Context: an optimization exercise on an open-source flow, tuned for small area and a short achievable clock period. The choices shown serve that exercise and are no tape-out recipe.
In this exercise RTL edits were held to simulation tests only and were not proved equivalent to the original.
Power and IR drop assume default switching activity.

==> flow/design.v <==
module block_data_memory #(
    parameter int LATENCY    = 5,
    parameter int ADDR_WIDTH = 6,
    parameter int DATA_WIDTH = 32
) (
    input  logic                  CLOCK,
    input  logic                  RESET_N,
    input  logic                  READ,
    input  logic                  WRITE,
    input  logic [ADDR_WIDTH-1:0] ADDRESS,
    input  logic [DATA_WIDTH-1:0] WRITEDATA,
    output logic [DATA_WIDTH-1:0] READDATA,
    output logic                  BUSYWAIT
);
    localparam int RB   = 2;                       
    localparam int RL   = 1 << RB;                 
    localparam int NR   = 1 << (ADDR_WIDTH - RB);  
    localparam int NGRP = NR / 3;                  
    logic                       idle_n;       
    logic                       busy_n;       
    logic [LATENCY-1:0]         acc;          
    logic                       start;        
    logic                       fire;         
    logic [ADDR_WIDTH-1:0]      req_addr;
    logic [DATA_WIDTH-1:0]      req_data;
    logic                       req_write;    
    logic                       cleared;      
    logic                       clr;          
    logic [DATA_WIDTH-1:0]      wbus;         
    logic [RB-1:0]              rot;          
    logic [RB-1:0]              pos_next;     
    logic                       at_port;      
    logic                       entering;     
    logic [NR-1:0]              ring_sel;     
    logic [NR-1:0]              wr_word;      
    logic [NR-1:0]              wr_ring;      
    logic                       rd_take;      
    logic [DATA_WIDTH-1:0]      ring [NR][RL];
    logic [DATA_WIDTH-1:0]      rd_word;
    logic [DATA_WIDTH-1:0]      rd_hold;
    assign start = ~idle_n & (READ | WRITE);
    assign fire  = acc[LATENCY-1];
    always_ff @(posedge CLOCK or negedge RESET_N) begin
        if (!RESET_N) begin
            idle_n <= 1'b0;
            busy_n <= 1'b1;
            acc    <= '0;
            rot    <= '0;
            cleared <= 1'b0;
        end else begin
            idle_n <= ~((~idle_n & ~(READ | WRITE)) | (busy_n & idle_n));
            busy_n <= ~(start | (~busy_n & ~fire));
            acc    <= {acc[LATENCY-2:0], start};
            rot    <= rot + 1'b1;
            cleared <= cleared | (rot == '1);
        end
    end
    always_ff @(posedge CLOCK) begin
        if (start) begin
            req_addr  <= ADDRESS;
            req_data  <= WRITEDATA;
        end
    end
    always_ff @(posedge CLOCK or negedge RESET_N) begin
        if (!RESET_N) begin
            req_write <= 1'b0;
        end else if (start) begin
            req_write <= WRITE;
        end
    end
    assign clr  = ~cleared;
    for (genvar b = 0; b < DATA_WIDTH; b++) begin : g_wbus
        bdm_and2 u_and (.a(req_data[b]), .b(cleared), .y(wbus[b]));
    end
    assign pos_next = (start ? ADDRESS[RB-1:0] : req_addr[RB-1:0]) + rot + 1'b1;
    always_ff @(posedge CLOCK) begin
        at_port  <= (pos_next == '0);
        entering <= (pos_next == '1);
    end
    assign rd_take = ~busy_n & at_port;
    always_comb begin
        for (int r = 0; r < NR; r++) begin
            ring_sel[r] = (req_addr[ADDR_WIDTH-1:RB] == (ADDR_WIDTH-RB)'(r));
            wr_word[r]  = req_write & entering & ring_sel[r];
        end
    end
    for (genvar r = 0; r < NR; r++) begin : g_wr
        bdm_xor2 u_xor (.a(clr), .b(wr_word[r]), .y(wr_ring[r]));
    end
    always_ff @(posedge CLOCK) begin
        for (int r = 0; r < NR; r++) begin
            ring[r][0] <= wr_ring[r] ? wbus : ring[r][RL-1];
            for (int k = 1; k < RL; k++) begin
                ring[r][k] <= ring[r][k-1];
            end
        end
    end
    for (genvar b = 0; b < DATA_WIDTH; b++) begin : g_bit
        logic [NGRP:0] grp_n;            
        logic [1:0]    l1;
        for (genvar g = 0; g < NGRP; g++) begin : g_grp
            bdm_aoi222 u_aoi (
                .s0(ring_sel[3*g]),   .d0(ring[3*g][0][b]),
                .s1(ring_sel[3*g+1]), .d1(ring[3*g+1][0][b]),
                .s2(ring_sel[3*g+2]), .d2(ring[3*g+2][0][b]),
                .y_n(grp_n[g])
            );
        end
        bdm_nand2 u_last (.a(ring_sel[NR-1]), .b(ring[NR-1][0][b]), .y_n(grp_n[NGRP]));
        bdm_nand3 u_l1_0 (.a(grp_n[0]), .b(grp_n[1]), .c(grp_n[2]), .y_n(l1[0]));
        bdm_nand3 u_l1_1 (.a(grp_n[3]), .b(grp_n[4]), .c(grp_n[5]), .y_n(l1[1]));
        assign rd_word[b] = l1[0] | l1[1];
    end
    always_ff @(posedge CLOCK) begin
        if (rd_take) begin
            rd_hold <= rd_word;
        end
    end
    always_ff @(posedge CLOCK or negedge RESET_N) begin
        if (!RESET_N) begin
            READDATA <= '0;
        end else if (fire && !req_write) begin
            READDATA <= rd_hold;
        end
    end
    logic bw_req_n;
    bdm_o21ai u_bw_req (.a1(READ),   .a2(WRITE),    .b1(RESET_N), .y_n(bw_req_n));
    bdm_o21ai u_bw_out (.a1(idle_n), .a2(bw_req_n), .b1(busy_n),  .y_n(BUSYWAIT));
endmodule
module bdm_aoi222 (
    input  logic s0, d0, s1, d1, s2, d2,
    output logic y_n
);
    assign y_n = ~((s0 & d0) | (s1 & d1) | (s2 & d2));
endmodule
module bdm_nand2 (
    input  logic a, b,
    output logic y_n
);
    assign y_n = ~(a & b);
endmodule
module bdm_nand3 (
    input  logic a, b, c,
    output logic y_n
);
    assign y_n = ~(a & b & c);
endmodule
module bdm_xor2 (
    input  logic a, b,
    output logic y
);
    assign y = a ^ b;
endmodule
module bdm_and2 (
    input  logic a, b,
    output logic y
);
    assign y = a & b;
endmodule
module bdm_o21ai (
    input  logic a1, a2, b1,
    output logic y_n
);
    assign y_n = ~((a1 | a2) & b1);
endmodule
export LEC_CHECK = 0
export CAP_MARGIN = 20
export CORE_MARGIN = 2
export CORE_UTILIZATION = 60
export SETUP_SLACK_MARGIN = 2.9
export SLEW_MARGIN = 20
export SYNTH_HIERARCHICAL = 1
create_clock -name core_clock -period 5.5 [get_ports {CLOCK}]
standard.sh (not shown) runs the stock make flow with config.mk's settings and CLKGATE_MAP_FILE= SYNTH_SCRIPT=/design/flow/synth_recipe.tcl, a recipe that flattens the netlist after the stock synthesis.
==> flow/flow/run.sh <==
#!/bin/bash
# The standard layout (standard.sh, all steps), with one change in clock tree
# synthesis: larger sink clusters (24 sinks, 70 um) and no dummy loads, so the
# tree needs far fewer buffers. The make output goes to standard.log here; each
# step's own log is under orfs/logs/.
set -euo pipefail
here=$(cd "$(dirname "${BASH_SOURCE[0]}")/.." && pwd)
cd "$here"
export CTS_ARGS="-sink_clustering_enable -repair_clock_nets -dont_use_dummy_load -sink_clustering_size 24 -sink_clustering_max_diameter 70"
bash ./standard.sh > "$here/standard.log" 2>&1
The baseline completed with no timing, DRC or antenna violations.
Then changed:
==> flow/flow/run.sh (replaced) <==
#!/bin/bash
# The standard layout (standard.sh, all steps), with one change in clock tree
# synthesis: larger sink clusters (27 sinks, 75 um) and no dummy loads, so the
# tree needs far fewer buffers. The make output goes to standard.log here; each
# step's own log is under orfs/logs/.
set -euo pipefail
here=$(cd "$(dirname "${BASH_SOURCE[0]}")/.." && pwd)
cd "$here"
export CTS_ARGS="-sink_clustering_enable -repair_clock_nets -dont_use_dummy_load -sink_clustering_size 27 -sink_clustering_max_diameter 75"
bash ./standard.sh > "$here/standard.log" 2>&1
- CORE_UTILIZATION: 60 -> 70
Sequential power barely changes.
Combinational power decreases by a few percent.
Routed wire length decreases slightly.
Count of clock-buffer cells in the layout is lower by 10.
Power is lower slightly.
First-iteration DRC count rises by about a fifth.
Non-clock buffer count drops by 25.
Fmax rose by a few percent.
Global-route usage rises by 3.8 points.

* * *

Another version of the RTL of block_data_memory (not shown whole).
Size: ~3400 cells after synthesis, ~2200 flip-flops, ~75000 sq um of cells after synthesis.
==> flow/config.mk <==
export PLATFORM = sky130hd
export DESIGN_NAME = block_data_memory
export DESIGN_NICKNAME = block_data_memory
export VERILOG_FILES = /design/flow/design.v
export SDC_FILE = /design/flow/constraint.sdc
export NUM_CORES = 4
export LEC_CHECK = 0
export CAP_MARGIN = 20
export CORE_MARGIN = 2
export CORE_UTILIZATION = 60
export SETUP_SLACK_MARGIN = 3.0
export SLEW_MARGIN = 20
export SYNTH_HIERARCHICAL = 1
==> flow/constraint.sdc <==
create_clock -name core_clock -period 5.5 [get_ports {CLOCK}]
set_input_delay 1.1000 -clock core_clock [delete_from_list [all_inputs] [get_ports {CLOCK}]]
set_output_delay 1.1000 -clock core_clock [all_outputs]
set_load 0.01 [all_outputs]
==> flow/flow/run.sh <==
#!/bin/bash
# The standard layout (standard.sh, all steps), with one change in clock tree
# synthesis: larger sink clusters (24 sinks, 70 um) and no dummy loads, so the
# tree needs far fewer buffers. The make output goes to standard.log here; each
# step's own log is under orfs/logs/.
set -euo pipefail
here=$(cd "$(dirname "${BASH_SOURCE[0]}")/.." && pwd)
cd "$here"
export CTS_ARGS="-sink_clustering_enable -repair_clock_nets -dont_use_dummy_load -sink_clustering_size 24 -sink_clustering_max_diameter 70"
bash ./standard.sh > "$here/standard.log" 2>&1
Then changed:
==> flow/run.sh (new file) <==
#!/bin/bash
# synth_recipe.tcl (not shown) runs the flow's synth.tcl, then flattens the netlist and writes it again
# the make line also repeats each setting of config.mk as NAME=value (left out here)
make -C /OpenROAD-flow-scripts/flow DESIGN_CONFIG=/design/flow/config.mk WORK_HOME=/design/flow/orfs CLKGATE_MAP_FILE= SYNTH_SCRIPT=/design/flow/synth_recipe.tcl finish
Settings changed: CTS_CLUSTER_DIAMETER set to 70, CTS_CLUSTER_SIZE set to 24.
removed: flow/flow/run.sh
removed: flow/standard.sh
After rerunning:
- die area does not change
- flip-flop and latch count is unchanged
- cell count climbs by 1.6%
- wire length climbs by 1.2%
- first-iteration DRC count drops by 1.1%
- core utilization climbs by 0.78 points
- via count climbs by 1.3%

* * *

block_data_memory, a different RTL version from the one above (not shown whole).
Size in the first run: ~3400 cells after synthesis, roughly 0.075 mm^2 of cells after synthesis.
clock: 5.5 ns
lec_check: 0
cap_margin: 20
core_margin: 2
core_utilization: 60
cts_buf_list: sky130_fd_sc_hd__clkbuf_8
cts_cluster_size: 30
setup_slack_margin: 3.0
slew_margin: 20
synth_hierarchical: 1
run.sh (not shown) runs the stock make flow with config.mk's settings and CLKGATE_MAP_FILE= SYNTH_SCRIPT=/design/flow/synth_recipe.tcl, a recipe that flattens the netlist after the stock synthesis.
Stock flow here: none of the scripts above is used.
Change:
CORE_UTILIZATION = 75   (was 60)
CTS_BUF_LIST = default   (was sky130_fd_sc_hd__clkbuf_8)
CTS_CLUSTER_SIZE = default   (was 30)
The new run finished clean.
Clock skew increases by 4.8 ps.
Register-to-register slack loses 520 ps.
Die area decreases by about a fifth.
Count of clock-buffer cells in the layout decreases by 114.
Global-route usage increases by 10 points.
Worst hold slack loses 42 ps.
Power increases by a few percent.
Critical path depth increases by 5.
Clock power increases by a little under a tenth.

[separate check: timing with driven ports]
How much do the figures lean on ideal ports? The routed layouts below were timed once more, with nothing changed but the port constraints. Step 1, drivers: a clkbuf_16 drives CLOCK and a buf_2 each remaining input, both assumed. Step 2, shift: input delay + t, output delay - t, t = (earliest + latest rising clock arrival at the registers) / 2. This alone moves slack from input paths to output paths. Three values: ideal ports, drivers, drivers and shift; two values: the first two.
run | t (ns) | slack for setup (ns) | worst hold slack (ns) | worst setup path after step 2
the first run of note 1 | 0.722 | 2.700 / 2.700 / 2.650 | 0.299 / 0.299 / 0.299 | input to register
the second run of note 1 | 0.721 | 2.835 / 2.714 / 2.640 | 0.288 / 0.288 / 0.288 | input to register
the first run of note 2 | 0.784 | 2.795 / 2.795 / 2.330 | 0.312 / 0.326 / 0.350 | input to register
the second run of note 2 | 0.803 | 2.769 / 2.769 / 2.611 | 0.307 / 0.321 / 0.356 | input to register
the first run of note 3 | 1.068 | 2.524 / 2.454 / 2.557 | 0.207 / 0.168 / 0.354 | input to output
the second run of note 3 | 0.876 | 2.292 / 2.292 / 2.292 | 0.165 / 0.133 / 0.348 | register to register
After both steps setup and hold are still met in every run listed. For the first run of note 2, which loses most, drivers alone change the setup slack by 0.000 ns; drivers and shift together by -0.465 ns.
